From an optimization exercise on the open Yosys and OpenROAD flow, aimed at small area; shortcuts taken in it are not production practice. Function was not checked in any run shown here: the RTL went through the layout flow alone.

<file path="design/flow/config.mk">
export PLATFORM = sky130hd
export DESIGN_NAME = overlay_top
export DESIGN_NICKNAME = overlay_top
export VERILOG_FILES = /design/flow/design.v
export SDC_FILE = /design/flow/constraint.sdc
export NUM_CORES = 4
export LEC_CHECK = 0
export CAP_MARGIN = 10
export CORE_MARGIN = 2
export CORE_UTILIZATION = 55
export CTS_BUF_LIST = sky130_fd_sc_hd__clkbuf_8
export CTS_CLUSTER_SIZE = 20
export SLEW_MARGIN = 10
export SYNTH_HIERARCHICAL = 1
</file>
<file path="design/flow/constraint.sdc">
create_clock -name core_clock -period 10.0 [get_ports {clk}]
set_input_delay 2.0000 -clock core_clock [delete_from_list [all_inputs] [get_ports {clk}]]
set_output_delay 2.0000 -clock core_clock [all_outputs]
set_load 0.01 [all_outputs]
</file>
<file path="design/flow/design.v">
package overlay_pkg;
    typedef logic [10-1:0] coord_t;
    typedef coord_t [12-1:0] region_coords_t;
    typedef logic [2*(10+1)-1:0] area_t;
    typedef logic [7-1:0] shade_t;
    typedef logic [12-1:0] region_mask_t;
endpackage
module box_snapshot (
    input  logic                        clk,
    input  logic                        reset,
    input  logic                        vsync_i,
    input  logic [12-1:0][10-1:0] min_x_i,
    input  logic [12-1:0][10-1:0] max_x_i,
    input  logic [12-1:0][10-1:0] min_y_i,
    input  logic [12-1:0][10-1:0] max_y_i,
    output logic [12-1:0][10-1:0] snap_min_x_o,
    output logic [12-1:0][10-1:0] snap_max_x_o,
    output logic [12-1:0][10-1:0] snap_min_y_o,
    output logic [12-1:0][10-1:0] snap_max_y_o,
    output logic                        take_snap_o,
    output logic                        loaded_o
);
    logic       vsync_meta;
    logic       vsync_sync;
    logic       vsync_prev;
    logic       vsync_end;
    logic       vsync_end_next;
    logic [2:0] event_cnt;
    logic [2:0] event_cnt_next;
    logic       take_snap;
    always_ff @(posedge clk or posedge reset) begin
        if (reset) begin
            vsync_meta <= 1'b0;
            vsync_sync <= 1'b0;
            vsync_prev <= 1'b0;
        end else begin
            vsync_meta <= vsync_i;
            vsync_sync <= vsync_meta;
            vsync_prev <= vsync_sync;
        end
    end
    assign vsync_end = vsync_prev & ~vsync_sync;
    always_comb begin
        if (take_snap) begin
            event_cnt_next = '0;
        end else if (vsync_end) begin
            event_cnt_next = event_cnt + 3'd1;
        end else begin
            event_cnt_next = event_cnt;
        end
    end
    always_ff @(posedge clk or posedge reset) begin
        if (reset) begin
            event_cnt <= '0;
        end else begin
            event_cnt <= event_cnt_next;
        end
    end
    assign vsync_end_next = vsync_sync & ~vsync_meta;
    always_ff @(posedge clk or posedge reset) begin
        if (reset) begin
            take_snap <= 1'b0;
            loaded_o  <= 1'b0;
        end else begin
            take_snap <= vsync_end_next && (event_cnt_next == 3'(5 - 1));
            if (take_snap) loaded_o <= 1'b1;
        end
    end
    assign take_snap_o = take_snap;
    always_ff @(posedge clk) begin
        if (take_snap) begin
            snap_min_x_o <= min_x_i;
            snap_max_x_o <= max_x_i;
            snap_min_y_o <= min_y_i;
            snap_max_y_o <= max_y_i;
        end
    end
endmodule
module box_area_filter (
    input  logic                        clk,
    input  logic                        reset,
    input  logic [12-1:0][10-1:0] min_x_i,
    input  logic [12-1:0][10-1:0] max_x_i,
    input  logic [12-1:0][10-1:0] min_y_i,
    input  logic [12-1:0][10-1:0] max_y_i,
    input  logic [12-1:0][10-1:0] snap_min_x_i,
    input  logic [12-1:0][10-1:0] snap_max_x_i,
    input  logic [12-1:0][10-1:0] snap_min_y_i,
    input  logic [12-1:0][10-1:0] snap_max_y_i,
    input  logic                        take_snap_i,
    input  logic                        loaded_i,
    input  logic [15-1:0]    area_thresh_i,
    output overlay_pkg::region_mask_t   region_valid_o
);
    localparam int H = 12 / 2;
    logic [16:0] unit_a [H];
    logic [16:0] hold_a [H];
    logic [16:0] hold_b [H];
    logic [14:0] thresh;
    logic [14:0] thresh_q;
    logic        loaded_q;
    logic [H-1:0] valid_a_d;
    logic [H-1:0] valid_a_q;
    logic [H-1:0] valid_b;
    for (genvar k = 0; k < H; k++) begin : g_unit
        box_area_unit u_unit (
            .sel    (take_snap_i),
            .a_x0   (min_x_i[k]),
            .a_x1   (max_x_i[k]),
            .a_y0   (min_y_i[k]),
            .a_y1   (max_y_i[k]),
            .b_x0   (snap_min_x_i[k+H]),
            .b_x1   (snap_max_x_i[k+H]),
            .b_y0   (snap_min_y_i[k+H]),
            .b_y1   (snap_max_y_i[k+H]),
            .is_box (unit_a[k][16]),
            .sat    (unit_a[k][15]),
            .low    (unit_a[k][14:0])
        );
    end
    always_ff @(posedge clk) begin
        for (int k = 0; k < H; k++) begin
            if (take_snap_i) begin
                hold_a[k] <= unit_a[k];
            end else begin
                hold_b[k] <= unit_a[k];
            end
        end
        thresh_q <= thresh;
    end
    assign thresh = (area_thresh_i != '0) ? area_thresh_i : 15'(16);
    function automatic logic ge15(input logic [14:0] a, input logic [14:0] b);
        logic ge;
        ge = 1'b1;
        for (int i = 0; i < 15; i++) begin
            ge = (a[i] ^ b[i]) ? a[i] : ge;
        end
        ge15 = ge;
    endfunction
    always_comb begin
        for (int k = 0; k < H; k++) begin
            valid_a_d[k] = loaded_i & hold_a[k][16] & (hold_a[k][15] | ge15(hold_a[k][14:0], thresh));
            valid_b[k]   = loaded_q & hold_b[k][16] & (hold_b[k][15] | ge15(hold_b[k][14:0], thresh_q));
        end
    end
    always_ff @(posedge clk or posedge reset) begin
        if (reset) begin
            valid_a_q <= '0;
            loaded_q  <= 1'b0;
        end else begin
            valid_a_q <= valid_a_d;
            loaded_q  <= loaded_i;
        end
    end
    assign region_valid_o = {valid_b, valid_a_q};
endmodule
module box_area_unit (
    input  logic        sel,
    input  logic [9:0]  a_x0, a_x1, a_y0, a_y1,
    input  logic [9:0]  b_x0, b_x1, b_y0, b_y1,
    output logic        is_box,
    output logic        sat,
    output logic [14:0] low
);
    logic [9:0] x0, x1, y0, y1;
    logic big;
    assign x0 = sel ? a_x0 : b_x0;
    assign x1 = sel ? a_x1 : b_x1;
    assign y0 = sel ? a_y0 : b_y0;
    assign y1 = sel ? a_y1 : b_y1;
    logic [16:0] p;
    logic [9:0] dx, dy, hx, hy;
    logic [9:0] nb1;
    logic [9:0] nb38;
    logic n2, n3, n4, n5, n6, n7, n8, n9, n10, n11, n12, n13, n14, n15, n16, n17;
    logic n18, n19, n20, n21, n22, n23, n24, n25, n26, n27, n28, n29, n30, n31, n32, n33;
    logic n34, n35, n36, n37, n39, n40, n41, n42, n43, n44, n45, n46, n47, n48, n49, n50;
    logic n51, n52, n53, n54, n55, n56, n57, n58, n59, n60, n61, n62, n63, n64, n65, n66;
    logic n67, n68, n69, n70, n71, n72, n73, n74, n168, n169, n170, n171, n172, n173, n174, n175;
    logic n176, n177, n178, n179, n180, n181, n182, n183, n184, n185, n186, n187, n188, n189, n190, n191;
    logic n192, n193, n194, n195, n196, n197, n198, n199, n200, n201, n202, n203, n204, n205, n206, n207;
    logic n208, n209, n210, n211, n212, n213, n214, n215, n216, n217, n218, n219, n220, n221, n222, n223;
    logic n224, n225, n226, n227, n228, n229, n230, n231, n232, n233, n234, n235, n236, n237, n238, n239;
    logic n240, n241, n242, n243, n244, n245, n246, n247, n248, n249, n250, n251, n252, n253, n254, n255;
    logic n256, n257, n258, n259, n260, n261, n262, n263, n264, n265, n266, n267, n268, n269, n270, n271;
    logic n272, n273, n274, n275, n276, n277, n278, n279, n280, n281, n282, n283, n284, n285, n286, n287;
    logic n288, n289, n290, n291, n292, n293, n294, n295, n296, n297, n298, n299, n300, n301, n302, n303;
    logic n304, n305, n306, n307, n308, n309, n310, n311, n312, n313, n314, n315, n316, n317, n318, n319;
    logic n320, n321, n322, n323, n324, n325, n326, n327, n328, n329, n330, n331, n332, n333, n334, n335;
    logic n336, n337, n338, n339, n340, n341, n342, n343, n344, n345, n346, n347, n348, n349, n350, n351;
    logic n352, n353, n354, n355, n356, n357, n358, n359, n360, n361, n362, p75, p76, p77, p78, p79;
    logic p80, p81, p82, p83, p84, p85, p86, p87, p88, p89, p90, p91, p92, p93, p94, p95;
    logic p96, p97, p98, p99, p100, p101, p102, p103, p104, p105, p106, p107, p108, p109, p110, p111;
    logic p112, p113, p114, p115, p116, p117, p118, p119, p120, p121, p122, p123, p124, p125, p126, p127;
    logic p128, p129, p130, p131, p132, p133, p134, p135, p136, p137, p138, p139, p140, p141, p142, p143;
    logic p144, p145, p146, p147, p148, p149, p150, p151, p152, p153, p154, p155, p156, p157, p158, p159;
    logic p160, p161, p162, p163, p164, p165, p166, p167;
    assign nb1 = ~x0;
    ovl_fa u_n2 (.a(x1[0]), .b(nb1[0]), .c(1'b1), .s(n2), .co(n3));
    ovl_fa u_n4 (.a(x1[1]), .b(nb1[1]), .c(n3), .s(n4), .co(n5));
    ovl_fa u_n6 (.a(x1[2]), .b(nb1[2]), .c(n5), .s(n6), .co(n7));
    ovl_fa u_n8 (.a(x1[3]), .b(nb1[3]), .c(n7), .s(n8), .co(n9));
    ovl_fa u_n10 (.a(x1[4]), .b(nb1[4]), .c(n9), .s(n10), .co(n11));
    ovl_fa u_n12 (.a(x1[5]), .b(nb1[5]), .c(1'b0), .s(n12), .co(n13));
    ovl_fa u_n14 (.a(x1[6]), .b(nb1[6]), .c(n13), .s(n14), .co(n15));
    ovl_fa u_n16 (.a(x1[7]), .b(nb1[7]), .c(n15), .s(n16), .co(n17));
    ovl_fa u_n18 (.a(x1[8]), .b(nb1[8]), .c(n17), .s(n18), .co(n19));
    ovl_fa u_n20 (.a(x1[9]), .b(nb1[9]), .c(n19), .s(n20), .co(n21));
    ovl_fa u_n22 (.a(x1[5]), .b(nb1[5]), .c(1'b1), .s(n22), .co(n23));
    ovl_fa u_n24 (.a(x1[6]), .b(nb1[6]), .c(n23), .s(n24), .co(n25));
    ovl_fa u_n26 (.a(x1[7]), .b(nb1[7]), .c(n25), .s(n26), .co(n27));
    ovl_fa u_n28 (.a(x1[8]), .b(nb1[8]), .c(n27), .s(n28), .co(n29));
    ovl_fa u_n30 (.a(x1[9]), .b(nb1[9]), .c(n29), .s(n30), .co(n31));
    assign n32 = n11 ? n22 : n12;
    assign n33 = n11 ? n24 : n14;
    assign n34 = n11 ? n26 : n16;
    assign n35 = n11 ? n28 : n18;
    assign n36 = n11 ? n30 : n20;
    assign n37 = n11 ? n31 : n21;
    assign nb38 = ~y0;
    ovl_fa u_n39 (.a(y1[0]), .b(nb38[0]), .c(1'b1), .s(n39), .co(n40));
    ovl_fa u_n41 (.a(y1[1]), .b(nb38[1]), .c(n40), .s(n41), .co(n42));
    ovl_fa u_n43 (.a(y1[2]), .b(nb38[2]), .c(n42), .s(n43), .co(n44));
    ovl_fa u_n45 (.a(y1[3]), .b(nb38[3]), .c(n44), .s(n45), .co(n46));
    ovl_fa u_n47 (.a(y1[4]), .b(nb38[4]), .c(n46), .s(n47), .co(n48));
    ovl_fa u_n49 (.a(y1[5]), .b(nb38[5]), .c(1'b0), .s(n49), .co(n50));
    ovl_fa u_n51 (.a(y1[6]), .b(nb38[6]), .c(n50), .s(n51), .co(n52));
    ovl_fa u_n53 (.a(y1[7]), .b(nb38[7]), .c(n52), .s(n53), .co(n54));
    ovl_fa u_n55 (.a(y1[8]), .b(nb38[8]), .c(n54), .s(n55), .co(n56));
    ovl_fa u_n57 (.a(y1[9]), .b(nb38[9]), .c(n56), .s(n57), .co(n58));
    ovl_fa u_n59 (.a(y1[5]), .b(nb38[5]), .c(1'b1), .s(n59), .co(n60));
    ovl_fa u_n61 (.a(y1[6]), .b(nb38[6]), .c(n60), .s(n61), .co(n62));
    ovl_fa u_n63 (.a(y1[7]), .b(nb38[7]), .c(n62), .s(n63), .co(n64));
    ovl_fa u_n65 (.a(y1[8]), .b(nb38[8]), .c(n64), .s(n65), .co(n66));
    ovl_fa u_n67 (.a(y1[9]), .b(nb38[9]), .c(n66), .s(n67), .co(n68));
    assign n69 = n48 ? n59 : n49;
    assign n70 = n48 ? n61 : n51;
    assign n71 = n48 ? n63 : n53;
    assign n72 = n48 ? n65 : n55;
    assign n73 = n48 ? n67 : n57;
    assign n74 = n48 ? n68 : n58;
    assign p75 = n4 & n41;
    assign p76 = n4 & n43;
    assign p77 = n4 & n45;
    assign p78 = n4 & n47;
    assign p79 = n4 & n69;
    assign p80 = n4 & n70;
    assign p81 = n4 & n71;
    assign p82 = n4 & n72;
    assign p83 = n4 & n73;
    assign p84 = n6 & n41;
    assign p85 = n6 & n43;
    assign p86 = n6 & n45;
    assign p87 = n6 & n47;
    assign p88 = n6 & n69;
    assign p89 = n6 & n70;
    assign p90 = n6 & n71;
    assign p91 = n6 & n72;
    assign p92 = n6 & n73;
    assign p93 = n8 & n41;
    assign p94 = n8 & n43;
    assign p95 = n8 & n45;
    assign p96 = n8 & n47;
    assign p97 = n8 & n69;
    assign p98 = n8 & n70;
    assign p99 = n8 & n71;
    assign p100 = n8 & n72;
    assign p101 = n8 & n73;
    assign p102 = n10 & n41;
    assign p103 = n10 & n43;
    assign p104 = n10 & n45;
    assign p105 = n10 & n47;
    assign p106 = n10 & n69;
    assign p107 = n10 & n70;
    assign p108 = n10 & n71;
    assign p109 = n10 & n72;
    assign p110 = n10 & n73;
    assign p111 = n32 & n41;
    assign p112 = n32 & n43;
    assign p113 = n32 & n45;
    assign p114 = n32 & n47;
    assign p115 = n32 & n69;
    assign p116 = n32 & n70;
    assign p117 = n32 & n71;
    assign p118 = n32 & n72;
    assign p119 = n32 & n73;
    assign p120 = n33 & n41;
    assign p121 = n33 & n43;
    assign p122 = n33 & n45;
    assign p123 = n33 & n47;
    assign p124 = n33 & n69;
    assign p125 = n33 & n70;
    assign p126 = n33 & n71;
    assign p127 = n33 & n72;
    assign p128 = n34 & n41;
    assign p129 = n34 & n43;
    assign p130 = n34 & n45;
    assign p131 = n34 & n47;
    assign p132 = n34 & n69;
    assign p133 = n34 & n70;
    assign p134 = n34 & n71;
    assign p135 = n35 & n41;
    assign p136 = n35 & n43;
    assign p137 = n35 & n45;
    assign p138 = n35 & n47;
    assign p139 = n35 & n69;
    assign p140 = n35 & n70;
    assign p141 = n36 & n41;
    assign p142 = n36 & n43;
    assign p143 = n36 & n45;
    assign p144 = n36 & n47;
    assign p145 = n36 & n69;
    assign p146 = n39 ? n2 : n4;
    assign p147 = n39 ? n4 : n6;
    assign p148 = n39 ? n6 : n8;
    assign p149 = n39 ? n8 : n10;
    assign p150 = n39 ? n10 : n32;
    assign p151 = n39 ? n32 : n33;
    assign p152 = n39 ? n33 : n34;
    assign p153 = n39 ? n34 : n35;
    assign p154 = n39 ? n35 : n36;
    assign p155 = n39 & n36;
    assign p156 = ~n2 & n41;
    assign p157 = n2 ? n41 : n43;
    assign p158 = n2 ? n43 : n45;
    assign p159 = n2 ? n45 : n47;
    assign p160 = n2 ? n47 : n69;
    assign p161 = n2 ? n69 : n70;
    assign p162 = n2 ? n70 : n71;
    assign p163 = n2 ? n71 : n72;
    assign p164 = n2 ? n72 : n73;
    assign p165 = n2 & n73;
    assign p166 = ~(n2 | n39);
    assign p167 = n2 | n39;
    ovl_ha u_n168 (.a(p106), .b(p114), .s(n168), .co(n169));
    ovl_fa u_n170 (.a(p107), .b(p115), .c(p123), .s(n170), .co(n171));
    ovl_ha u_n172 (.a(p130), .b(p136), .s(n172), .co(n173));
    ovl_ha u_n174 (.a(p100), .b(p108), .s(n174), .co(n175));
    ovl_ha u_n176 (.a(p95), .b(p103), .s(n176), .co(n177));
    ovl_fa u_n178 (.a(p104), .b(p96), .c(p112), .s(n178), .co(n179));
    ovl_ha u_n180 (.a(p120), .b(p80), .s(n180), .co(n181));
    ovl_fa u_n182 (.a(p105), .b(p113), .c(p121), .s(n182), .co(n183));
    ovl_fa u_n184 (.a(p128), .b(p81), .c(p89), .s(n184), .co(n185));
    ovl_ha u_n186 (.a(p97), .b(p153), .s(n186), .co(n187));
    ovl_fa u_n188 (.a(p122), .b(p129), .c(p135), .s(n188), .co(n189));
    ovl_fa u_n190 (.a(p82), .b(p90), .c(p98), .s(n190), .co(n191));
    ovl_fa u_n192 (.a(p154), .b(p164), .c(n168), .s(n192), .co(n193));
    ovl_fa u_n194 (.a(p91), .b(p99), .c(p141), .s(n194), .co(n195));
    ovl_fa u_n196 (.a(p83), .b(p155), .c(p165), .s(n196), .co(n197));
    ovl_fa u_n198 (.a(n169), .b(n172), .c(n170), .s(n198), .co(n199));
    ovl_fa u_n200 (.a(p116), .b(p124), .c(p131), .s(n200), .co(n201));
    ovl_fa u_n202 (.a(p137), .b(p142), .c(p92), .s(n202), .co(n203));
    ovl_fa u_n204 (.a(n173), .b(n174), .c(n171), .s(n204), .co(n205));
    ovl_fa u_n206 (.a(p109), .b(p117), .c(p125), .s(n206), .co(n207));
    ovl_fa u_n208 (.a(p132), .b(p138), .c(p101), .s(n208), .co(n209));
    ovl_ha u_n210 (.a(p143), .b(n175), .s(n210), .co(n211));
    ovl_fa u_n212 (.a(p118), .b(p126), .c(p133), .s(n212), .co(n213));
    ovl_ha u_n214 (.a(p139), .b(p110), .s(n214), .co(n215));
    ovl_ha u_n216 (.a(p127), .b(p134), .s(n216), .co(n217));
    ovl_ha u_n218 (.a(p85), .b(p77), .s(n218), .co(n219));
    ovl_fa u_n220 (.a(p86), .b(p94), .c(p102), .s(n220), .co(n221));
    ovl_ha u_n222 (.a(p78), .b(p150), .s(n222), .co(n223));
    ovl_fa u_n224 (.a(p87), .b(p111), .c(p79), .s(n224), .co(n225));
    ovl_fa u_n226 (.a(n176), .b(p151), .c(p161), .s(n226), .co(n227));
    ovl_fa u_n228 (.a(n177), .b(p88), .c(p152), .s(n228), .co(n229));
    ovl_fa u_n230 (.a(p162), .b(n180), .c(n178), .s(n230), .co(n231));
    ovl_fa u_n232 (.a(p163), .b(n181), .c(n186), .s(n232), .co(n233));
    ovl_fa u_n234 (.a(n179), .b(n182), .c(n184), .s(n234), .co(n235));
    ovl_fa u_n236 (.a(n187), .b(n183), .c(n185), .s(n236), .co(n237));
    ovl_fa u_n238 (.a(n188), .b(n190), .c(n192), .s(n238), .co(n239));
    ovl_fa u_n240 (.a(n189), .b(n191), .c(n194), .s(n240), .co(n241));
    ovl_fa u_n242 (.a(n196), .b(n193), .c(n198), .s(n242), .co(n243));
    ovl_fa u_n244 (.a(n195), .b(n200), .c(n202), .s(n244), .co(n245));
    ovl_fa u_n246 (.a(n197), .b(n199), .c(n204), .s(n246), .co(n247));
    ovl_fa u_n248 (.a(n201), .b(n203), .c(n206), .s(n248), .co(n249));
    ovl_fa u_n250 (.a(n210), .b(n208), .c(n205), .s(n250), .co(n251));
    ovl_fa u_n252 (.a(p144), .b(n214), .c(n207), .s(n252), .co(n253));
    ovl_fa u_n254 (.a(n211), .b(n209), .c(n212), .s(n254), .co(n255));
    ovl_fa u_n256 (.a(p140), .b(p119), .c(p145), .s(n256), .co(n257));
    ovl_fa u_n258 (.a(n216), .b(n215), .c(n213), .s(n258), .co(n259));
    ovl_ha u_n260 (.a(p76), .b(p84), .s(n260), .co(n261));
    ovl_fa u_n262 (.a(p93), .b(n218), .c(p149), .s(n262), .co(n263));
    ovl_fa u_n264 (.a(n219), .b(p160), .c(n220), .s(n264), .co(n265));
    ovl_fa u_n266 (.a(n221), .b(n223), .c(n224), .s(n266), .co(n267));
    ovl_fa u_n268 (.a(n225), .b(n227), .c(n228), .s(n268), .co(n269));
    ovl_fa u_n270 (.a(n229), .b(n232), .c(n231), .s(n270), .co(n271));
    ovl_fa u_n272 (.a(n233), .b(n235), .c(n236), .s(n272), .co(n273));
    ovl_fa u_n274 (.a(n237), .b(n240), .c(n239), .s(n274), .co(n275));
    ovl_fa u_n276 (.a(n241), .b(n244), .c(n243), .s(n276), .co(n277));
    ovl_fa u_n278 (.a(n245), .b(n248), .c(n247), .s(n278), .co(n279));
    ovl_fa u_n280 (.a(n249), .b(n252), .c(n254), .s(n280), .co(n281));
    ovl_fa u_n282 (.a(n256), .b(n253), .c(n255), .s(n282), .co(n283));
    ovl_ha u_n284 (.a(n217), .b(n257), .s(n284), .co(n285));
    ovl_ha u_n286 (.a(p167), .b(p146), .s(n286), .co(n287));
    ovl_fa u_n288 (.a(p75), .b(p147), .c(p157), .s(n288), .co(n289));
    ovl_fa u_n290 (.a(n260), .b(p148), .c(p158), .s(n290), .co(n291));
    ovl_fa u_n292 (.a(n261), .b(p159), .c(n262), .s(n292), .co(n293));
    ovl_fa u_n294 (.a(n263), .b(n222), .c(n264), .s(n294), .co(n295));
    ovl_fa u_n296 (.a(n226), .b(n265), .c(n266), .s(n296), .co(n297));
    ovl_fa u_n298 (.a(n267), .b(n230), .c(n268), .s(n298), .co(n299));
    ovl_fa u_n300 (.a(n234), .b(n269), .c(n270), .s(n300), .co(n301));
    ovl_fa u_n302 (.a(n238), .b(n271), .c(n272), .s(n302), .co(n303));
    ovl_fa u_n304 (.a(n273), .b(n242), .c(n274), .s(n304), .co(n305));
    ovl_fa u_n306 (.a(n246), .b(n275), .c(n276), .s(n306), .co(n307));
    ovl_fa u_n308 (.a(n250), .b(n278), .c(n277), .s(n308), .co(n309));
    ovl_fa u_n310 (.a(n251), .b(n280), .c(n279), .s(n310), .co(n311));
    ovl_fa u_n312 (.a(n258), .b(n281), .c(n282), .s(n312), .co(n313));
    ovl_fa u_n314 (.a(n284), .b(n259), .c(n283), .s(n314), .co(n315));
    ovl_ha u_n316 (.a(p156), .b(n286), .s(n316), .co(n317));
    ovl_fa u_n318 (.a(n287), .b(n288), .c(n317), .s(n318), .co(n319));
    ovl_fa u_n320 (.a(n289), .b(n290), .c(n319), .s(n320), .co(n321));
    ovl_fa u_n322 (.a(n291), .b(n292), .c(n321), .s(n322), .co(n323));
    ovl_fa u_n324 (.a(n293), .b(n294), .c(n323), .s(n324), .co(n325));
    ovl_fa u_n326 (.a(n295), .b(n296), .c(n325), .s(n326), .co(n327));
    ovl_fa u_n328 (.a(n297), .b(n298), .c(n327), .s(n328), .co(n329));
    ovl_fa u_n330 (.a(n299), .b(n300), .c(n329), .s(n330), .co(n331));
    ovl_fa u_n332 (.a(n301), .b(n302), .c(n331), .s(n332), .co(n333));
    ovl_fa u_n334 (.a(n303), .b(n304), .c(n333), .s(n334), .co(n335));
    ovl_fa u_n336 (.a(n305), .b(n306), .c(n335), .s(n336), .co(n337));
    ovl_fa u_n338 (.a(n307), .b(n308), .c(1'b0), .s(n338), .co(n339));
    ovl_fa u_n340 (.a(n309), .b(n310), .c(n339), .s(n340), .co(n341));
    ovl_fa u_n342 (.a(n312), .b(n311), .c(n341), .s(n342), .co(n343));
    ovl_fa u_n344 (.a(n314), .b(n313), .c(n343), .s(n344), .co(n345));
    ovl_fa u_n346 (.a(n285), .b(n315), .c(n345), .s(n346), .co(n347));
    ovl_fa u_n348 (.a(n307), .b(n308), .c(1'b1), .s(n348), .co(n349));
    ovl_fa u_n350 (.a(n309), .b(n310), .c(n349), .s(n350), .co(n351));
    ovl_fa u_n352 (.a(n312), .b(n311), .c(n351), .s(n352), .co(n353));
    ovl_fa u_n354 (.a(n314), .b(n313), .c(n353), .s(n354), .co(n355));
    ovl_fa u_n356 (.a(n285), .b(n315), .c(n355), .s(n356), .co(n357));
    assign n358 = n337 ? n348 : n338;
    assign n359 = n337 ? n350 : n340;
    assign n360 = n337 ? n352 : n342;
    assign n361 = n337 ? n354 : n344;
    assign n362 = n337 ? n356 : n346;
    assign dx = {n36, n35, n34, n33, n32, n10, n8, n6, n4, n2};
    assign dy = {n73, n72, n71, n70, n69, n47, n45, n43, n41, n39};
    assign p = {n362, n361, n360, n359, n358, n336, n334, n332, n330, n328, n326, n324, n322, n320, n318, n316, p166};
    assign hx[9] = dx[9];
    assign hy[9] = dy[9];
    assign hx[8] = hx[9] | dx[8];
    assign hy[8] = hy[9] | dy[8];
    assign hx[7] = hx[8] | dx[7];
    assign hy[7] = hy[8] | dy[7];
    assign hx[6] = hx[7] | dx[6];
    assign hy[6] = hy[7] | dy[6];
    assign hx[5] = hx[6] | dx[5];
    assign hy[5] = hy[6] | dy[5];
    assign hx[4] = hx[5] | dx[4];
    assign hy[4] = hy[5] | dy[4];
    assign hx[3] = hx[4] | dx[3];
    assign hy[3] = hy[4] | dy[3];
    assign hx[2] = hx[3] | dx[2];
    assign hy[2] = hy[3] | dy[2];
    assign hx[1] = hx[2] | dx[1];
    assign hy[1] = hy[2] | dy[1];
    assign hx[0] = hx[1] | dx[0];
    assign hy[0] = hy[1] | dy[0];
    assign big = (hx[6] & hy[9]) | (hx[7] & hy[8]) | (hx[8] & hy[7]) | (hx[9] & hy[6]);
    assign is_box = n37 & n74 & (x0 != 10'd641) & (y0 != 10'd641);
    assign sat = big | p[16] | p[15];
    assign low = p[14:0];
endmodule
module ovl_fa (input logic a, b, c, output logic s, co);
    assign s  = a ^ b ^ c;
    assign co = (a & b) | (a & c) | (b & c);
endmodule
module ovl_ha (input logic a, b, output logic s, co);
    assign s  = a ^ b;
    assign co = a & b;
endmodule
module box_outline (
    input  logic                        clk,
    input  logic                        reset,
    input  overlay_pkg::coord_t         draw_x_i,
    input  overlay_pkg::coord_t         draw_y_i,
    input  logic [12-1:0][10-1:0] snap_min_x_i,
    input  logic [12-1:0][10-1:0] snap_max_x_i,
    input  logic [12-1:0][10-1:0] snap_min_y_i,
    input  logic [12-1:0][10-1:0] snap_max_y_i,
    input  overlay_pkg::region_mask_t   region_valid_i,
    output logic                        outline_hit_o
);
    function automatic logic [1:0] cmp(input logic [9:0] a, input logic [9:0] b);
        logic ge, eq, p;
        ge = 1'b1;
        eq = 1'b1;
        for (int i = 0; i < 10; i++) begin
            p  = ~(a[i] ^ b[i]);
            ge = p ? ge : a[i];
            eq = eq & p;
        end
        cmp = {ge, eq};
    endfunction
    logic [1:0] cx0 [12];
    logic [1:0] cx1 [12];
    logic [1:0] cy0 [12];
    logic [1:0] cy1 [12];
    overlay_pkg::region_mask_t region_hit;
    always_comb begin
        for (int r = 0; r < 12; r++) begin
            cx0[r] = cmp(draw_x_i, snap_min_x_i[r]);
            cx1[r] = cmp(snap_max_x_i[r], draw_x_i);
            cy0[r] = cmp(draw_y_i, snap_min_y_i[r]);
            cy1[r] = cmp(snap_max_y_i[r], draw_y_i);
            region_hit[r] = region_valid_i[r] &
                (((cy0[r][0] | cy1[r][0]) & cx0[r][1] & cx1[r][1]) |
                 ((cx0[r][0] | cx1[r][0]) & cy0[r][1] & cy1[r][1]));
        end
    end
    always_ff @(posedge clk or posedge reset) begin
        if (reset) begin
            outline_hit_o <= 1'b0;
        end else begin
            outline_hit_o <= |region_hit;
        end
    end
endmodule
module pixel_shade (
    input  logic                 clk,
    input  logic                 reset,
    input  logic [8-1:0] pixel_i,
    input  overlay_pkg::shade_t  brightness_i,
    input  logic                 outline_hit_i,
    input  logic                 highlight_i,
    output overlay_pkg::shade_t  red_o,
    output overlay_pkg::shade_t  green_o,
    output overlay_pkg::shade_t  blue_o
);
    overlay_pkg::shade_t       gray_d;
    overlay_pkg::shade_t       gray_q;
    overlay_pkg::shade_t       gray_out_q;
    logic                      red_q;
    gray_mul u_gray_mul (
        .a (pixel_i[8-1 -: 7]),
        .b (brightness_i),
        .p (gray_d)
    );
    always_ff @(posedge clk or posedge reset) begin
        if (reset) begin
            gray_q     <= '0;
            gray_out_q <= '0;
            red_q      <= 1'b0;
        end else begin
            gray_q     <= gray_d;
            gray_out_q <= gray_q;
            red_q      <= outline_hit_i & highlight_i;
        end
    end
    assign red_o   = gray_out_q | {7{red_q}};
    assign green_o = gray_out_q & {7{~red_q}};
    assign blue_o  = green_o;
endmodule
module gray_mul (
    input  logic [6:0] a,
    input  logic [6:0] b,
    output logic [6:0] p
);
    logic g1, g2, g3, g4, g5, g6, g7, g8, g9, g10, g11, g12, g13, g14, g15, g16;
    logic g17, g18, g19, g20, g21, g22, g23, g24, g25, g26, g27, g28, g29, g30, g31, g32;
    logic g33, g34, g35, g36, g37, g38, g39, g40, g41, g42, g43, g44, g45, g46, g47, g48;
    logic g49, g50, g51, g52, g53, g54, g55, g56, g57, g58, g59, g60, g61, g62, g63, g64;
    logic g65, g66, g67, g68, g69, g70, g71, g72, g73, g74, g75, g76, g77, g78, g79, g80;
    logic g81, g82, g83, g84, g85, g86, g87, g88, g89, g90, g91, g92, g93, g94, g95, g96;
    logic g97, g98, g99, g100, g101, g102, g103, g104, g105, g106, g107, g108, g109, g110, g111, g112;
    logic g113, g114, g115, g116, g117, g118, g119, g120, g121, g122, g123, g124, g125, g126, g127, g128;
    logic g129, g130, g131, g132, g133;
    assign g1 = a[0] & b[0];
    assign g2 = a[0] & b[1];
    assign g3 = a[0] & b[2];
    assign g4 = a[0] & b[3];
    assign g5 = a[0] & b[4];
    assign g6 = a[0] & b[5];
    assign g7 = a[0] & b[6];
    assign g8 = a[1] & b[0];
    assign g9 = a[1] & b[1];
    assign g10 = a[1] & b[2];
    assign g11 = a[1] & b[3];
    assign g12 = a[1] & b[4];
    assign g13 = a[1] & b[5];
    assign g14 = a[1] & b[6];
    assign g15 = a[2] & b[0];
    assign g16 = a[2] & b[1];
    assign g17 = a[2] & b[2];
    assign g18 = a[2] & b[3];
    assign g19 = a[2] & b[4];
    assign g20 = a[2] & b[5];
    assign g21 = a[2] & b[6];
    assign g22 = a[3] & b[0];
    assign g23 = a[3] & b[1];
    assign g24 = a[3] & b[2];
    assign g25 = a[3] & b[3];
    assign g26 = a[3] & b[4];
    assign g27 = a[3] & b[5];
    assign g28 = a[3] & b[6];
    assign g29 = a[4] & b[0];
    assign g30 = a[4] & b[1];
    assign g31 = a[4] & b[2];
    assign g32 = a[4] & b[3];
    assign g33 = a[4] & b[4];
    assign g34 = a[4] & b[5];
    assign g35 = a[4] & b[6];
    assign g36 = a[5] & b[0];
    assign g37 = a[5] & b[1];
    assign g38 = a[5] & b[2];
    assign g39 = a[5] & b[3];
    assign g40 = a[5] & b[4];
    assign g41 = a[5] & b[5];
    assign g42 = a[5] & b[6];
    assign g43 = a[6] & b[0];
    assign g44 = a[6] & b[1];
    assign g45 = a[6] & b[2];
    assign g46 = a[6] & b[3];
    assign g47 = a[6] & b[4];
    assign g48 = a[6] & b[5];
    assign g49 = a[6] & b[6];
    ovl_ha u_g50 (.a(g7), .b(g13), .s(g50), .co(g51));
    ovl_ha u_g52 (.a(g14), .b(g20), .s(g52), .co(g53));
    ovl_ha u_g54 (.a(g5), .b(g11), .s(g54), .co(g55));
    ovl_fa u_g56 (.a(g6), .b(g12), .c(g18), .s(g56), .co(g57));
    ovl_ha u_g58 (.a(g24), .b(g30), .s(g58), .co(g59));
    ovl_fa u_g60 (.a(g50), .b(g19), .c(g25), .s(g60), .co(g61));
    ovl_fa u_g62 (.a(g31), .b(g37), .c(g43), .s(g62), .co(g63));
    ovl_fa u_g64 (.a(g51), .b(g52), .c(g26), .s(g64), .co(g65));
    ovl_fa u_g66 (.a(g32), .b(g38), .c(g44), .s(g66), .co(g67));
    ovl_fa u_g68 (.a(g53), .b(g21), .c(g27), .s(g68), .co(g69));
    ovl_fa u_g70 (.a(g33), .b(g39), .c(g45), .s(g70), .co(g71));
    ovl_fa u_g72 (.a(g28), .b(g34), .c(g40), .s(g72), .co(g73));
    ovl_ha u_g74 (.a(g4), .b(g10), .s(g74), .co(g75));
    ovl_fa u_g76 (.a(g54), .b(g17), .c(g23), .s(g76), .co(g77));
    ovl_fa u_g78 (.a(g55), .b(g56), .c(g58), .s(g78), .co(g79));
    ovl_fa u_g80 (.a(g57), .b(g59), .c(g60), .s(g80), .co(g81));
    ovl_fa u_g82 (.a(g61), .b(g63), .c(g64), .s(g82), .co(g83));
    ovl_fa u_g84 (.a(g65), .b(g67), .c(g68), .s(g84), .co(g85));
    ovl_fa u_g86 (.a(g69), .b(g71), .c(g72), .s(g86), .co(g87));
    ovl_fa u_g88 (.a(g73), .b(g35), .c(g41), .s(g88), .co(g89));
    ovl_ha u_g90 (.a(g3), .b(g9), .s(g90), .co(g91));
    ovl_fa u_g92 (.a(g74), .b(g16), .c(g22), .s(g92), .co(g93));
    ovl_fa u_g94 (.a(g75), .b(g76), .c(g29), .s(g94), .co(g95));
    ovl_fa u_g96 (.a(g77), .b(g78), .c(g36), .s(g96), .co(g97));
    ovl_fa u_g98 (.a(g79), .b(g80), .c(g62), .s(g98), .co(g99));
    ovl_fa u_g100 (.a(g81), .b(g82), .c(g66), .s(g100), .co(g101));
    ovl_fa u_g102 (.a(g83), .b(g84), .c(g70), .s(g102), .co(g103));
    ovl_fa u_g104 (.a(g85), .b(g86), .c(g46), .s(g104), .co(g105));
    ovl_fa u_g106 (.a(g87), .b(g88), .c(g47), .s(g106), .co(g107));
    ovl_fa u_g108 (.a(g89), .b(g42), .c(g48), .s(g108), .co(g109));
    ovl_ha u_g110 (.a(g2), .b(g8), .s(g110), .co(g111));
    ovl_fa u_g112 (.a(g90), .b(g15), .c(g111), .s(g112), .co(g113));
    ovl_fa u_g114 (.a(g91), .b(g92), .c(g113), .s(g114), .co(g115));
    ovl_fa u_g116 (.a(g93), .b(g94), .c(g115), .s(g116), .co(g117));
    ovl_fa u_g118 (.a(g95), .b(g96), .c(g117), .s(g118), .co(g119));
    ovl_fa u_g120 (.a(g97), .b(g98), .c(g119), .s(g120), .co(g121));
    ovl_fa u_g122 (.a(g99), .b(g100), .c(g121), .s(g122), .co(g123));
    ovl_fa u_g124 (.a(g101), .b(g102), .c(g123), .s(g124), .co(g125));
    ovl_fa u_g126 (.a(g103), .b(g104), .c(g125), .s(g126), .co(g127));
    ovl_fa u_g128 (.a(g105), .b(g106), .c(g127), .s(g128), .co(g129));
    ovl_fa u_g130 (.a(g107), .b(g108), .c(g129), .s(g130), .co(g131));
    ovl_fa u_g132 (.a(g109), .b(g49), .c(g131), .s(g132), .co(g133));
    assign p = {g133, g132, g130, g128, g126, g124, g122};
endmodule
module overlay_top (
    input  logic                        clk,
    input  logic                        reset,
    input  logic                        vsync_i,
    input  logic [12-1:0][10-1:0] region_min_x_i,
    input  logic [12-1:0][10-1:0] region_max_x_i,
    input  logic [12-1:0][10-1:0] region_min_y_i,
    input  logic [12-1:0][10-1:0] region_max_y_i,
    input  overlay_pkg::coord_t         draw_x_i,
    input  overlay_pkg::coord_t         draw_y_i,
    input  logic [8-1:0]       pixel_i,
    input  overlay_pkg::shade_t         brightness_i,
    input  logic [15-1:0]    area_thresh_i,
    input  logic                        highlight_i,
    output overlay_pkg::shade_t         red_o,
    output overlay_pkg::shade_t         green_o,
    output overlay_pkg::shade_t         blue_o
);
    logic [12-1:0][10-1:0] snap_min_x;
    logic [12-1:0][10-1:0] snap_max_x;
    logic [12-1:0][10-1:0] snap_min_y;
    logic [12-1:0][10-1:0] snap_max_y;
    logic                        take_snap;
    logic                        loaded;
    overlay_pkg::region_mask_t   region_valid;
    logic                        outline_hit;
    box_snapshot u_box_snapshot (
        .clk          (clk),
        .reset        (reset),
        .vsync_i      (vsync_i),
        .min_x_i      (region_min_x_i),
        .max_x_i      (region_max_x_i),
        .min_y_i      (region_min_y_i),
        .max_y_i      (region_max_y_i),
        .snap_min_x_o (snap_min_x),
        .snap_max_x_o (snap_max_x),
        .snap_min_y_o (snap_min_y),
        .snap_max_y_o (snap_max_y),
        .take_snap_o  (take_snap),
        .loaded_o     (loaded)
    );
    box_area_filter u_box_area_filter (
        .clk            (clk),
        .reset          (reset),
        .min_x_i        (region_min_x_i),
        .max_x_i        (region_max_x_i),
        .min_y_i        (region_min_y_i),
        .max_y_i        (region_max_y_i),
        .snap_min_x_i   (snap_min_x),
        .snap_max_x_i   (snap_max_x),
        .snap_min_y_i   (snap_min_y),
        .snap_max_y_i   (snap_max_y),
        .take_snap_i    (take_snap),
        .loaded_i       (loaded),
        .area_thresh_i  (area_thresh_i),
        .region_valid_o (region_valid)
    );
    box_outline u_box_outline (
        .clk            (clk),
        .reset          (reset),
        .draw_x_i       (draw_x_i),
        .draw_y_i       (draw_y_i),
        .snap_min_x_i   (snap_min_x),
        .snap_max_x_i   (snap_max_x),
        .snap_min_y_i   (snap_min_y),
        .snap_max_y_i   (snap_max_y),
        .region_valid_i (region_valid),
        .outline_hit_o  (outline_hit)
    );
    pixel_shade u_pixel_shade (
        .clk           (clk),
        .reset         (reset),
        .pixel_i       (pixel_i),
        .brightness_i  (brightness_i),
        .outline_hit_i (outline_hit),
        .highlight_i   (highlight_i),
        .red_o         (red_o),
        .green_o       (green_o),
        .blue_o        (blue_o)
    );
endmodule
</file>
<file path="design/flow/flow/run.sh">
#!/bin/bash
# The standard layout, with the smallest buffer (buf_1) as the port buffer
# instead of the delay buffer buffer_ports picks on its own.  Every input and
# output still gets its own buffer.
set -euo pipefail
export BUFFER_PORTS_ARGS="-buffer_cell sky130_fd_sc_hd__buf_1"
bash standard.sh finish > standard_flow.log 2>&1
</file>
<file path="design/flow/standard.sh">
#!/bin/bash
# synth_recipe.tcl (not shown) runs the flow's synth.tcl, then flattens the netlist and writes it again
# the make line also repeats each setting of config.mk as NAME=value (left out here)
make -C /OpenROAD-flow-scripts/flow DESIGN_CONFIG=/design/flow/config.mk WORK_HOME=/design/flow/orfs CLKGATE_MAP_FILE= SYNTH_SCRIPT=/design/flow/synth_recipe.tcl "${@:-finish}"
</file>
==> results of run 1 <==
[modules after synthesis (local to each module, per instance), a selection]
module	flip-flops and latches	copies in the design	area (µm²)
gray_mul	0	1	353
ovl_ha	0	97	12.5
pixel_shade	15	1	542
box_snapshot	488	1	14700
box_area_filter	226	1	9560
box_area_unit	0	6	1620
box_outline	1	1	10800
ovl_fa	0	695	20.0
[critical path: cells and delay by family, from the launching register on]
kind,cells,cell delay [ps]
compound gates,1,80
fa+ha+maj,15,5980
buf+inv,3,700
flops,1,760
mux,2,560
simple gates,3,810
[cells in the final DEF (no fill, tap or decap), types with 32 or more instances in the layout]
| cell type | instances |
|---|---|
| mux2i_1 | 206 |
| and2_1 | 135 |
| o2111ai_1 | 32 |
| maj3_1 | 131 |
| xnor2_1 | 79 |
| nand2_1 | 149 |
| o22ai_1 | 61 |
| o21ai_0 | 76 |
| edfxtp_1 | 684 |
| buf_1 | 535 |
| nor2_1 | 292 |
| inv_1 | 272 |
| o221ai_1 | 43 |
| clkbuf_8 | 139 |
| conb_1 | 48 |
| buf_4 | 183 |
| a21oi_1 | 111 |
| nand3_1 | 41 |
| ha_1 | 146 |
| a22oi_1 | 56 |
| fa_2 | 186 |
| nand2b_1 | 121 |
| nor2b_1 | 323 |
| clkinv_1 | 36 |
| xor2_1 | 89 |
| mux2_2 | 155 |
| nor3_1 | 62 |
| nand4_1 | 41 |
| fa_1 | 509 |
| nor4_1 | 68 |
[area by class of cell]
| cell class | count | share of cell area [%] |
|---|---|---|
| inverters | 256 | 1.42 |
| well taps | 1488 | 2.74 |
| diodes | 22 | 0.0810 |
| clock buffers | 139 | 2.82 |
| multi-input cells | 3705 | 54.4 |
| flip-flops and latches | 730 | 31.8 |
| clock inverters | 107 | 1.13 |
| repair buffers | 751 | 5.55 |
[worst max-delay path by stage]
stage / startpoint / end / slack, ps / cells after the start
finish: u_box_snapshot.take_snap / u_box_area_filter.hold_a[5][15] / 690 / 24
global route: u_box_snapshot.take_snap / u_box_area_filter.hold_b[2][15] / 460 / 22
CTS: u_box_snapshot.take_snap / u_box_area_filter.hold_a[5][15] / 700 / 24
floorplan: u_box_snapshot.take_snap / u_box_area_filter.hold_a[1][15] / -2420 / 25
global placement: region_max_y_i[50] / u_box_area_filter.hold_a[5][15] / -70 / 23
detailed placement: region_max_y_i[50] / u_box_area_filter.hold_a[5][15] / -120 / 23
[cells by family (layout without fill, tap and decap cells)]
group | after synthesis | count (layout) | share of synthesized area [%]
and+or+nand+nor | 1388 | 1388 | 12.6
adders and majority gates | 999 | 999 | 28.5
DFF | 730 | 730 | 35.5
AOI/OAI and AO/OA | 692 | 692 | 8.28
buffers and inverters | 608 | 1253 | 4.84
muxes | 410 | 410 | 7.74
xor gates and xnor gates | 168 | 168 | 2.42
other | 12 | 70 | 0.0740
[routing by layer]
layer / vias up / global-route usage (%) / wire [µm]
met5: - / 0 / 145
met4: 22 / 23.1 / 14700
met1: 22500 / 48.8 / 82700
li1: 19000 / - / -
met2: 2273 / 58.0 / 94800
met3: 537 / 8.19 / 18200
[flip-flops by register name (all words and copies together), names as in the netlist, 3 cells and up]
register / count
u_box_snapshot.snap_max_y_o: 120
u_box_snapshot.snap_min_x_o: 120
u_box_area_filter.thresh_q: 15
u_box_area_filter.hold_a: 102
u_box_snapshot.event_cnt: 3
u_pixel_shade.gray_out_q: 7
u_box_area_filter.valid_a_q: 6
u_box_snapshot.snap_max_x_o: 120
u_box_snapshot.snap_min_y_o: 120
u_pixel_shade.gray_q: 7
u_box_area_filter.hold_b: 102
[metrics by stage]
stage | util (%) | cell area (µm²)
2_1_floorplan | - | 61800
3_3_place_gp | 59.2 | 65200
3_5_place_dp | 59.2 | 65200
4_1_cts | 61.6 | 67900
5_1_grt | 61.6 | 67900
6_report | 61.7 | 67900
==> run notes, run 1 <==
| Parameter | Reported | Unit |
|:---|:---|:---|
| Pin count of the biggest net entering global routing | 82 | - |
| RSZ-0062 raised after global routing | false | - |
| I/O pin count | 555 | - |
| Register area | 21600 | µm² |
| Overflow left after global routing | 0 | - |
| Total count of max-transition violations in the final report | 0 | - |
| Vias per inst | 6.15 | - |
| Worst Reg2Reg Path Length in Cells | 24 | - |
| CP max-delay cell | dfrtp_4 | - |
| Max Freq | 107 | MHz |
| Clock tree buffer depth | 3 | - |
| Number of rows created at floorplan | 122 | - |
| Worst setup path category | reg2reg | - |
| Antenna viol nets, final | 0 | - |
| Core ar. | 110000 | µm² |
| Number of unique standard cell types used by synthesis | 100 | - |
| Cells after Synth | 5007 | - |
| Endpoint of the worst register-to-register path | u_box_area_filter.hold_a[5][15] | - |
| Worst-case headroom to the max-slew limit | 13.1 | % |
| Pre-CTS setup slack | -123 | ps |
| Post-cts repair resize count | 0 | - |
| Clock tree sinks | 730 | - |
| Post-route setup TNS | 0 | ps |
| Vias in the first global route | 45900 | - |
| Cell chain of the critical path | buf_12, buf_12, mux2i_1, fa_2, fa_2, fa_2, fa_2, fa_2, mux2i_1, buf_4, nor2_1, fa_1, fa_2, fa_2, fa_2, fa_2, fa_2, fa_2, fa_2, fa_2, fa_1, nor3_1, a21oi_1, or4_1 | - |
| Skew final | 35.7 | ps |
| Final Critical Period | 9310 | ps |
| Sequential-to-total area share from yosys stat | 35.5 | % |
| Worst R2R Setup Slack | 690 | ps |
| Total global-route track usage | 37.6 | % |
| Average detailed-routed wire length per instance | 29.2 | µm |
| Final wirelength | 210000 | µm |
| Post-route worst hold slack | 346 | ps |
| Antenna violations before repair | 35 | - |
| Hold wc startpoint | u_pixel_shade.gray_q[2] | - |
| Most frequent cell after synthesis | fa_1 | - |
| Hold Path Stages | 0 | - |
| Synth Cell Area | 60900 | µm² |
| Critical R2R Launch | u_box_snapshot.take_snap | - |
| Final cell count without fillers | 7198 | - |
| Number of flops mapped to enable cells by yosys | 684 | - |
| P&R area growth vs syn | 11.7 | % |
| Transition time at the pin with the least slew margin | 1290 | ps |
| Max-Cap Viols | 0 | - |
| Deepest level of the CTS H-tree | 4 | - |
| Cell Count Post-Placement | 6930 | - |
| Per-instance average area after synthesis | 12.2 | µm² |
| Yosys reg bits | 730 | - |
| Endpoint class of the critical path | flop | - |
| Vias after detailed routing | 44300 | - |
| Period utilisation layout | 93.1 | % |
| Port buffer count | 553 | - |
| Post CTS Setup Buffer Count | 0 | - |
| Die ar. | 113000 | µm² |
| Share of layout cells above drive strength 1 | 15.9 | % |
| Result of the run | finished clean | - |
| Launching element type of the critical path | flop | - |
| Arrival time worst endpoint | 9850 | ps |
| Number of warnings printed during yosys synthesis | 19 | - |
| RePlAce Congestion | 0.989 | - |
| Largest fanout of any net on the critical path | 40 | - |
| Dominant cells by area after synthesis | edfxtp_1 34%, fa_1 23%, mux2i_1 3.4% | - |
| Sink of the worst hold path | u_pixel_shade.gray_out_q[2] | - |
| Hold buffer count at cts | 0 | - |
| First-pass GRT wire length | 304000 | µm |
| Initial cell density of the core | 55.2 | % |
| DRC viols | 0 | - |
| Setup-failing EPs final | 0 | - |
| Cell at the root of the clock tree | clkbuf_8 | - |
| Clock latency of the later-clocked register in the worst-skew pair | 850 | ps |
| Iter 0 DRT Violations | 4374 | - |
| Multi-input gate area | 37000 | µm² |
| Horizontal die dimension | 337 | µm |
| Number of buffers created by CTS | 135 | - |
| Path type of the worst min-delay path | reg2reg | - |
| List of most frequent post-synthesis cells | 695 x fa_1, 684 x edfxtp_1, 323 x nor2b_1, 293 x nor2_1, 242 x inv_1 | - |
| Post-layout worst setup margin | 691 | ps |
| Most common flop cell mapped by yosys | edfxtp_1 | - |
| Fill count | 9073 | - |
| Final-stage net count | 6954 | - |
| Clock-pin transition on the worst setup and hold timing paths | 60 | ps |
| Hold Violations, Final | 0 | - |
| Async set-or-reset flop fraction in the synthesized netlist | 4.25 | % |
| Overall die height | 337 | µm |
| Detailed Place HPWL | 165000 | µm |
| Library cell with the largest summed area after synthesis | edfxtp_1 | - |
| TritonCTS clock tree | built | - |
| First-pass detailed-route iteration total | 6 | - |
| Synth top area share | 33.8 | % |
| Maximum cell stage delay along the critical path | 760 | ps |
| Most common cell type on the critical path | fa_2 | - |
| Critical Path RT | 10550 | ps |
==> inputs of run 2 (changes only) <==
--- a/design/flow/design.v
+++ b/design/flow/design.v
@@ -17,9 +17,14 @@
     output logic [12-1:0][10-1:0] snap_max_x_o,
     output logic [12-1:0][10-1:0] snap_min_y_o,
     output logic [12-1:0][10-1:0] snap_max_y_o,
+    output logic [12/2-1:0][10-1:0] next_min_x_o,
+    output logic [12/2-1:0][10-1:0] next_max_x_o,
+    output logic [12/2-1:0][10-1:0] next_min_y_o,
+    output logic [12/2-1:0][10-1:0] next_max_y_o,
     output logic                        take_snap_o,
     output logic                        loaded_o
 );
+    localparam int H = 12 / 2;
     logic       vsync_meta;
     logic       vsync_sync;
     logic       vsync_prev;
@@ -67,67 +72,66 @@
         end
     end
     assign take_snap_o = take_snap;
+    always_comb begin
+        for (int k = 0; k < H; k++) begin
+            next_min_x_o[k] = take_snap ? min_x_i[k] : snap_min_x_o[k + H];
+            next_max_x_o[k] = take_snap ? max_x_i[k] : snap_max_x_o[k + H];
+            next_min_y_o[k] = take_snap ? min_y_i[k] : snap_min_y_o[k + H];
+            next_max_y_o[k] = take_snap ? max_y_i[k] : snap_max_y_o[k + H];
+        end
+    end
     always_ff @(posedge clk) begin
-        if (take_snap) begin
-            snap_min_x_o <= min_x_i;
-            snap_max_x_o <= max_x_i;
-            snap_min_y_o <= min_y_i;
-            snap_max_y_o <= max_y_i;
+        for (int k = 0; k < H; k++) begin
+            snap_min_x_o[k] <= next_min_x_o[k];
+            snap_max_x_o[k] <= next_max_x_o[k];
+            snap_min_y_o[k] <= next_min_y_o[k];
+            snap_max_y_o[k] <= next_max_y_o[k];
+            snap_min_x_o[k + H] <= take_snap ? min_x_i[k + H] : snap_min_x_o[k];
+            snap_max_x_o[k + H] <= take_snap ? max_x_i[k + H] : snap_max_x_o[k];
+            snap_min_y_o[k + H] <= take_snap ? min_y_i[k + H] : snap_min_y_o[k];
+            snap_max_y_o[k + H] <= take_snap ? max_y_i[k + H] : snap_max_y_o[k];
         end
     end
 endmodule
 module box_area_filter (
     input  logic                        clk,
     input  logic                        reset,
-    input  logic [12-1:0][10-1:0] min_x_i,
-    input  logic [12-1:0][10-1:0] max_x_i,
-    input  logic [12-1:0][10-1:0] min_y_i,
-    input  logic [12-1:0][10-1:0] max_y_i,
-    input  logic [12-1:0][10-1:0] snap_min_x_i,
-    input  logic [12-1:0][10-1:0] snap_max_x_i,
-    input  logic [12-1:0][10-1:0] snap_min_y_i,
-    input  logic [12-1:0][10-1:0] snap_max_y_i,
+    input  logic [12/2-1:0][10-1:0] next_min_x_i,
+    input  logic [12/2-1:0][10-1:0] next_max_x_i,
+    input  logic [12/2-1:0][10-1:0] next_min_y_i,
+    input  logic [12/2-1:0][10-1:0] next_max_y_i,
     input  logic                        take_snap_i,
     input  logic                        loaded_i,
     input  logic [15-1:0]    area_thresh_i,
     output overlay_pkg::region_mask_t   region_valid_o
 );
     localparam int H = 12 / 2;
-    logic [16:0] unit_a [H];
-    logic [16:0] hold_a [H];
-    logic [16:0] hold_b [H];
-    logic [14:0] thresh;
-    logic [14:0] thresh_q;
-    logic        loaded_q;
-    logic [H-1:0] valid_a_d;
-    logic [H-1:0] valid_a_q;
-    logic [H-1:0] valid_b;
+    logic [16:0]  unit_a [H];
+    logic [16:0]  area_p [H];
+    logic [16:0]  area_q [H];
+    logic [14:0]  thresh;
+    logic [14:0]  thresh_q;
+    logic         loaded_q;
+    logic         after_snap_q;
+    logic         odd;
+    logic         odd_q;
+    logic [H-1:0] keep_x_d;
+    logic [H-1:0] keep_x_q;
+    logic [H-1:0] keep_p;
+    logic [H-1:0] keep_q;
+    logic [H-1:0] valid_p;
+    logic [H-1:0] valid_q;
     for (genvar k = 0; k < H; k++) begin : g_unit
         box_area_unit u_unit (
-            .sel    (take_snap_i),
-            .a_x0   (min_x_i[k]),
-            .a_x1   (max_x_i[k]),
-            .a_y0   (min_y_i[k]),
-            .a_y1   (max_y_i[k]),
-            .b_x0   (snap_min_x_i[k+H]),
-            .b_x1   (snap_max_x_i[k+H]),
-            .b_y0   (snap_min_y_i[k+H]),
-            .b_y1   (snap_max_y_i[k+H]),
+            .x0     (next_min_x_i[k]),
+            .x1     (next_max_x_i[k]),
+            .y0     (next_min_y_i[k]),
+            .y1     (next_max_y_i[k]),
             .is_box (unit_a[k][16]),
             .sat    (unit_a[k][15]),
             .low    (unit_a[k][14:0])
         );
     end
-    always_ff @(posedge clk) begin
-        for (int k = 0; k < H; k++) begin
-            if (take_snap_i) begin
-                hold_a[k] <= unit_a[k];
-            end else begin
-                hold_b[k] <= unit_a[k];
-            end
-        end
-        thresh_q <= thresh;
-    end
     assign thresh = (area_thresh_i != '0) ? area_thresh_i : 15'(16);
     function automatic logic ge15(input logic [14:0] a, input logic [14:0] b);
         logic ge;
@@ -137,37 +141,53 @@
         end
         ge15 = ge;
     endfunction
-    always_comb begin
+    function automatic logic keep(input logic [16:0] a, input logic [14:0] t);
+        keep = a[16] & (a[15] | ge15(a[14:0], t));
+    endfunction
+    always_ff @(posedge clk) begin
         for (int k = 0; k < H; k++) begin
-            valid_a_d[k] = loaded_i & hold_a[k][16] & (hold_a[k][15] | ge15(hold_a[k][14:0], thresh));
-            valid_b[k]   = loaded_q & hold_b[k][16] & (hold_b[k][15] | ge15(hold_b[k][14:0], thresh_q));
+            area_p[k] <= unit_a[k];
+            area_q[k] <= area_p[k];
         end
+        thresh_q <= thresh;
+        keep_x_q <= keep_x_d;
     end
     always_ff @(posedge clk or posedge reset) begin
         if (reset) begin
-            valid_a_q <= '0;
-            loaded_q  <= 1'b0;
+            odd          <= 1'b0;
+            odd_q        <= 1'b0;
+            after_snap_q <= 1'b0;
+            loaded_q     <= 1'b0;
         end else begin
-            valid_a_q <= valid_a_d;
-            loaded_q  <= loaded_i;
+            odd          <= take_snap_i | ~odd;
+            odd_q        <= odd;
+            after_snap_q <= take_snap_i;
+            loaded_q     <= loaded_i;
+        end
+    end
+    always_comb begin
+        for (int k = 0; k < H; k++) begin
+            keep_x_d[k] = keep(area_q[k], thresh);
+            keep_p[k]   = keep(area_p[k], thresh_q);
+            keep_q[k]   = keep(area_q[k], thresh_q);
+            if (after_snap_q) begin
+                valid_p[k] = odd_q ? keep_q[k] : keep_x_q[k];
+                valid_q[k] = odd_q ? keep_x_q[k] : keep_q[k];
+            end else begin
+                valid_p[k] = keep_p[k];
+                valid_q[k] = keep_q[k];
+            end
         end
     end
-    assign region_valid_o = {valid_b, valid_a_q};
+    assign region_valid_o = loaded_q ? {valid_q, valid_p} : '0;
 endmodule
 module box_area_unit (
-    input  logic        sel,
-    input  logic [9:0]  a_x0, a_x1, a_y0, a_y1,
-    input  logic [9:0]  b_x0, b_x1, b_y0, b_y1,
+    input  logic [9:0]  x0, x1, y0, y1,
     output logic        is_box,
     output logic        sat,
     output logic [14:0] low
 );
-    logic [9:0] x0, x1, y0, y1;
     logic big;
-    assign x0 = sel ? a_x0 : b_x0;
-    assign x1 = sel ? a_x1 : b_x1;
-    assign y0 = sel ? a_y0 : b_y0;
-    assign y1 = sel ? a_y1 : b_y1;
     logic [16:0] p;
     logic [9:0] dx, dy, hx, hy;
     logic [9:0] nb1;
@@ -679,6 +699,10 @@
     logic [12-1:0][10-1:0] snap_max_x;
     logic [12-1:0][10-1:0] snap_min_y;
     logic [12-1:0][10-1:0] snap_max_y;
+    logic [12/2-1:0][10-1:0] next_min_x;
+    logic [12/2-1:0][10-1:0] next_max_x;
+    logic [12/2-1:0][10-1:0] next_min_y;
+    logic [12/2-1:0][10-1:0] next_max_y;
     logic                        take_snap;
     logic                        loaded;
     overlay_pkg::region_mask_t   region_valid;
@@ -695,20 +719,20 @@
         .snap_max_x_o (snap_max_x),
         .snap_min_y_o (snap_min_y),
         .snap_max_y_o (snap_max_y),
+        .next_min_x_o (next_min_x),
+        .next_max_x_o (next_max_x),
+        .next_min_y_o (next_min_y),
+        .next_max_y_o (next_max_y),
         .take_snap_o  (take_snap),
         .loaded_o     (loaded)
     );
     box_area_filter u_box_area_filter (
         .clk            (clk),
         .reset          (reset),
-        .min_x_i        (region_min_x_i),
-        .max_x_i        (region_max_x_i),
-        .min_y_i        (region_min_y_i),
-        .max_y_i        (region_max_y_i),
-        .snap_min_x_i   (snap_min_x),
-        .snap_max_x_i   (snap_max_x),
-        .snap_min_y_i   (snap_min_y),
-        .snap_max_y_i   (snap_max_y),
+        .next_min_x_i   (next_min_x),
+        .next_max_x_i   (next_max_x),
+        .next_min_y_i   (next_min_y),
+        .next_max_y_i   (next_max_y),
         .take_snap_i    (take_snap),
         .loaded_i       (loaded),
         .area_thresh_i  (area_thresh_i),
==> design/flow/config.mk (replaced) <==
export PLATFORM = sky130hd
export DESIGN_NAME = overlay_top
export DESIGN_NICKNAME = overlay_top
export VERILOG_FILES = /design/flow/design.v
export SDC_FILE = /design/flow/constraint.sdc
export NUM_CORES = 4
export LEC_CHECK = 0
export CAP_MARGIN = 20
export CORE_MARGIN = 2
export CORE_UTILIZATION = 40
export CTS_BUF_LIST = sky130_fd_sc_hd__clkbuf_16
export CTS_CLUSTER_DIAMETER = 80
export CTS_CLUSTER_SIZE = 25
export SLEW_MARGIN = 20
export SYNTH_HIERARCHICAL = 1
==> run 2 against run 1 <==
Still clean. Final area fell by 3.9%. Critical path type is now in2reg. Core utilization fell by 17 points. Count of clock-buffer cells in the layout shrank 85. Area after synthesis fell by 3.2%. Highest routed layer unchanged.
==> run notes, run 2 <==
| Parameter | Reported | Unit | Delta |
|:---|:---|:---|:---|
| Library cell with the largest summed area after synthesis | dfxtp_1 | - | was edfxtp_1 |
| Setup crit end | u_box_area_filter.area_p[4][15] | - | was u_box_area_filter.hold_a[5][15] |
| Synth top area share | 24.0 | % | was 33.8% |
| Number of buffers created by CTS | 54 | - | was 135 |
| Detailed Place HPWL | 177000 | µm | was 165000 µm |
| Transition time at the pin with the least slew margin | 1240 | ps | was 1290 ps |
| Synth Cell Area | 58900 | µm² | was 60900 µm² |
| TritonCTS clock tree | built | - | unchanged |
| Met2 Use GR | 46.0 | % | was 58.0% |
| Endpoint of the worst register-to-register path | u_box_area_filter.area_p[2][15] | - | was u_box_area_filter.hold_a[5][15] |
| Launching element type of the critical path | input pin | - | was flop |
| Final-stage net count | 7461 | - | was 6954 |
| Horizontal die dimension | 388 | µm | was 337 µm |
| Path type of the worst min-delay path | reg2reg | - | unchanged |
| Final Critical Period | 9630 | ps | was 9310 ps |
| Async set-or-reset flop fraction in the synthesized netlist | 3.82 | % | was 4.25% |
| RePlAce Congestion | 1.00 | - | was 0.989 |
| Clock tree sinks | 733 | - | was 730 |
| Worst R2R Setup Slack | 550 | ps | was 690 ps |
| Arrival time worst endpoint | 10230 | ps | was 9850 ps |
| Iter 0 DRT Violations | 4183 | - | was 4374 |
| Met3 demand-to-capacity share in global routing | 4.62 | % | was 8.19% |
| CP max-delay cell | fa_1 | - | was dfrtp_4 |
| Critical Path RT | 10600 | ps | was 10550 ps |
| Initial cell density of the core | 40.4 | % | was 55.2% |
| DRC viols | 0 | - | unchanged |
| Sequential-to-total area share from yosys stat | 25.2 | % | was 35.5% |
| Total global-route track usage | 28.6 | % | was 37.6% |
| Result of the run | finished clean | - | unchanged |
| Post-cts repair resize count | 0 | - | unchanged |
| Port buffer count | 553 | - | unchanged |
| Clock-pin transition on the worst setup and hold timing paths | 80 | ps | was 60 ps |
| Period utilisation layout | 96.3 | % | was 93.1% |
| Met1 Use GR | 38.0 | % | was 48.8% |
| Number of unique standard cell types used by synthesis | 101 | - | was 100 |
| Setup-failing EPs final | 0 | - | unchanged |
| Number of flops mapped to enable cells by yosys | 0 | - | was 684 |
| Hold buffer count at cts | 0 | - | unchanged |
| Vias after detailed routing | 45800 | - | was 44300 |
| First-pass detailed-route iteration total | 8 | - | was 6 |
| Pin count of the biggest net entering global routing | 50 | - | was 82 |
| P&R area growth vs syn | 10.9 | % | was 11.7% |
| Per-instance average area after synthesis | 10.6 | µm² | was 12.2 µm² |
| Fill count | 13900 | - | was 9073 |
| Most common flop cell mapped by yosys | dfxtp_1 | - | was edfxtp_1 |
| Hold Path Stages | 0 | - | unchanged |
| Commonest cells after routing, fill and taps aside | 705 x dfxtp_1, 695 x fa_1, 536 x buf_1 | - | was 684 x edfxtp_1, 535 x buf_1, 509 x fa_1 |
| Overall die height | 388 | µm | was 337 µm |
| Endpoint class of the critical path | flop | - | unchanged |
| Average detailed-routed wire length per instance | 27.2 | µm | was 29.2 µm |
| Worst-case headroom to the max-slew limit | 16.3 | % | was 13.1% |
| Hold Violations, Final | 0 | - | unchanged |
| Cell at the root of the clock tree | clkbuf_16 | - | was clkbuf_8 |
| Cells after Synth | 5561 | - | was 5007 |
| Most frequent cell after synthesis | dfxtp_1 | - | was fa_1 |
| Skew final | 70.2 | ps | was 35.7 ps |
| Critical R2R Launch | u_box_snapshot.take_snap | - | unchanged |
| Count of buffering cells on the critical path with inverters included | 3 | - | unchanged |
| Total count of max-transition violations in the final report | 0 | - | unchanged |
| Core ar. | 146000 | µm² | was 110000 µm² |
| Launch point of the critical path | region_max_x_i[40] | - | was u_box_snapshot.take_snap |
| Final wirelength | 219000 | µm | was 210000 µm |
| Antenna violations before repair | 23 | - | was 35 |
| Most common cell type on the critical path | fa_1 | - | was fa_2 |
| Worst setup path category | in2reg | - | was reg2reg |
| Most frequent standard cell in the layout excluding fill and tap cells | dfxtp_1 | - | was edfxtp_1 |
| Final cell count without fillers | 8051 | - | was 7198 |
[run 2: cells by family (layout without fill, tap and decap cells)]
group	Yosys count	count (layout)	share of synthesized area [%]
and+or+nand+nor	1420	1420	13.2
adders and majority gates	1028	1028	30.0
AOI/OAI and AO/OA	781	781	9.52
buffers and inverters	757	1290	6.55
DFF	733	733	25.2
muxes	662	662	13.0
xor gates and xnor gates	168	168	2.50
other	12	52	0.0765
[run 2: worst min path at each step]
stage	from	endpoint	slack, ps
after global routing	u_pixel_shade.gray_q[6]	u_pixel_shade.gray_out_q[6]	360
after floorplan	u_box_area_filter.area_p[3][1]	u_box_area_filter.area_q[3][1]	330
after CTS	u_pixel_shade.gray_q[3]	u_pixel_shade.gray_out_q[3]	350
after global placement	u_pixel_shade.gray_q[5]	u_pixel_shade.gray_out_q[5]	330
final	u_pixel_shade.gray_q[1]	u_pixel_shade.gray_out_q[1]	350
after detailed placement	u_pixel_shade.gray_q[3]	u_pixel_shade.gray_out_q[3]	330
[run 2: worst register-to-register path, cell delays in order, from the launching register on]
cell     delay, ps
dfrtp_4        830
buf_4          320
mux2_2         410
fa_1           440
fa_1           390
fa_1           400
fa_1           400
fa_1           470
mux2i_1        210
buf_4          170
nor2_1          60
fa_1           510
fa_1           400
fa_1           460
fa_1           470
fa_1           530
fa_1           420
fa_1           390
fa_1           400
fa_1           400
fa_1           440
nor3b_1        240
o22ai_1        120
or4_1          420
[run 2: stage by stage]
| step | setup TNS [ps] | instance area, µm² | setup slack, ps |
|---|---|---|---|
| after floorplan | 0 | 59000 | 13.6 |
| after global placement | -1040 | 63200 | -226 |
| after detailed placement | -1540 | 63200 | -333 |
| after CTS | 0 | 65300 | 377 |
| after global routing | 0 | 65300 | 67.9 |
| final | 0 | 65300 | 373 |
[run 2: area by class of cell]
type	count	area, µm²	share of cell area [%]
Clock buffer	54	1350	2.07
Sequential cell	733	14800	22.7
Timing Repair Buffer	828	4270	6.54
Antenna cell	4	10.0	0.0153
Inverter	362	1360	2.08
Multi-Input combinational cell	4107	40400	61.8
Tap cell	1917	2400	3.67
Clock inverter	46	734	1.12
[run 2: metal layers]
| layer | part of all wire [%] | vias up |
|---|---|---|
| met2 | 46 | 2035 |
| met3 | 7.6 | 453 |
| met5 | 0.025 | - |
| met4 | 5.1 | 8 |
| met1 | 42 | 23200 |
| li1 | - | 20100 |
[run 2: modules after synthesis (local to each module, per instance), excerpt]
module / copies in the design / cells inside / area, µm²
ovl_fa: 695 / 1 / 20.0
pixel_shade: 1 / 39 / 542
box_area_unit: 6 / 178 / 1170
box_outline: 1 / 1623 / 10800
box_area_filter: 1 / 948 / 9120
ovl_ha: 97 / 1 / 12.5
gray_mul: 1 / 55 / 353
box_snapshot: 1 / 1036 / 15900

[afterwards: timing with drivers on the ports]
Ports are ideal in the flow. The routed layouts listed here were re-timed in OpenROAD. Step 1: set_driving_cell puts a clkbuf_16 on clk and a buf_2 on each other input, an assumption about the parent block. Step 2 times the ports against the registers' clock, not the clock port: input delays grow and output delays shrink by t, the midpoint of the rising clock arrivals with the driver on. Three values: ideal, step 1, step 2; two values: the first two.
run | shift t [ns] | setup WS [ns] | worst slew at a driven data input, ns
run 1 | 0.916 | 0.691 / 0.691 / -0.120 | 0.22
run 2 | 0.783 | 0.373 / 0.433 / -0.351 | 0.19
Met with ideal ports but missed after step 2: setup timing in run 1 and run 2. The setup slack of run 1, which loses most, moves by 0.000 ns with the drivers and by -0.811 ns with both steps.
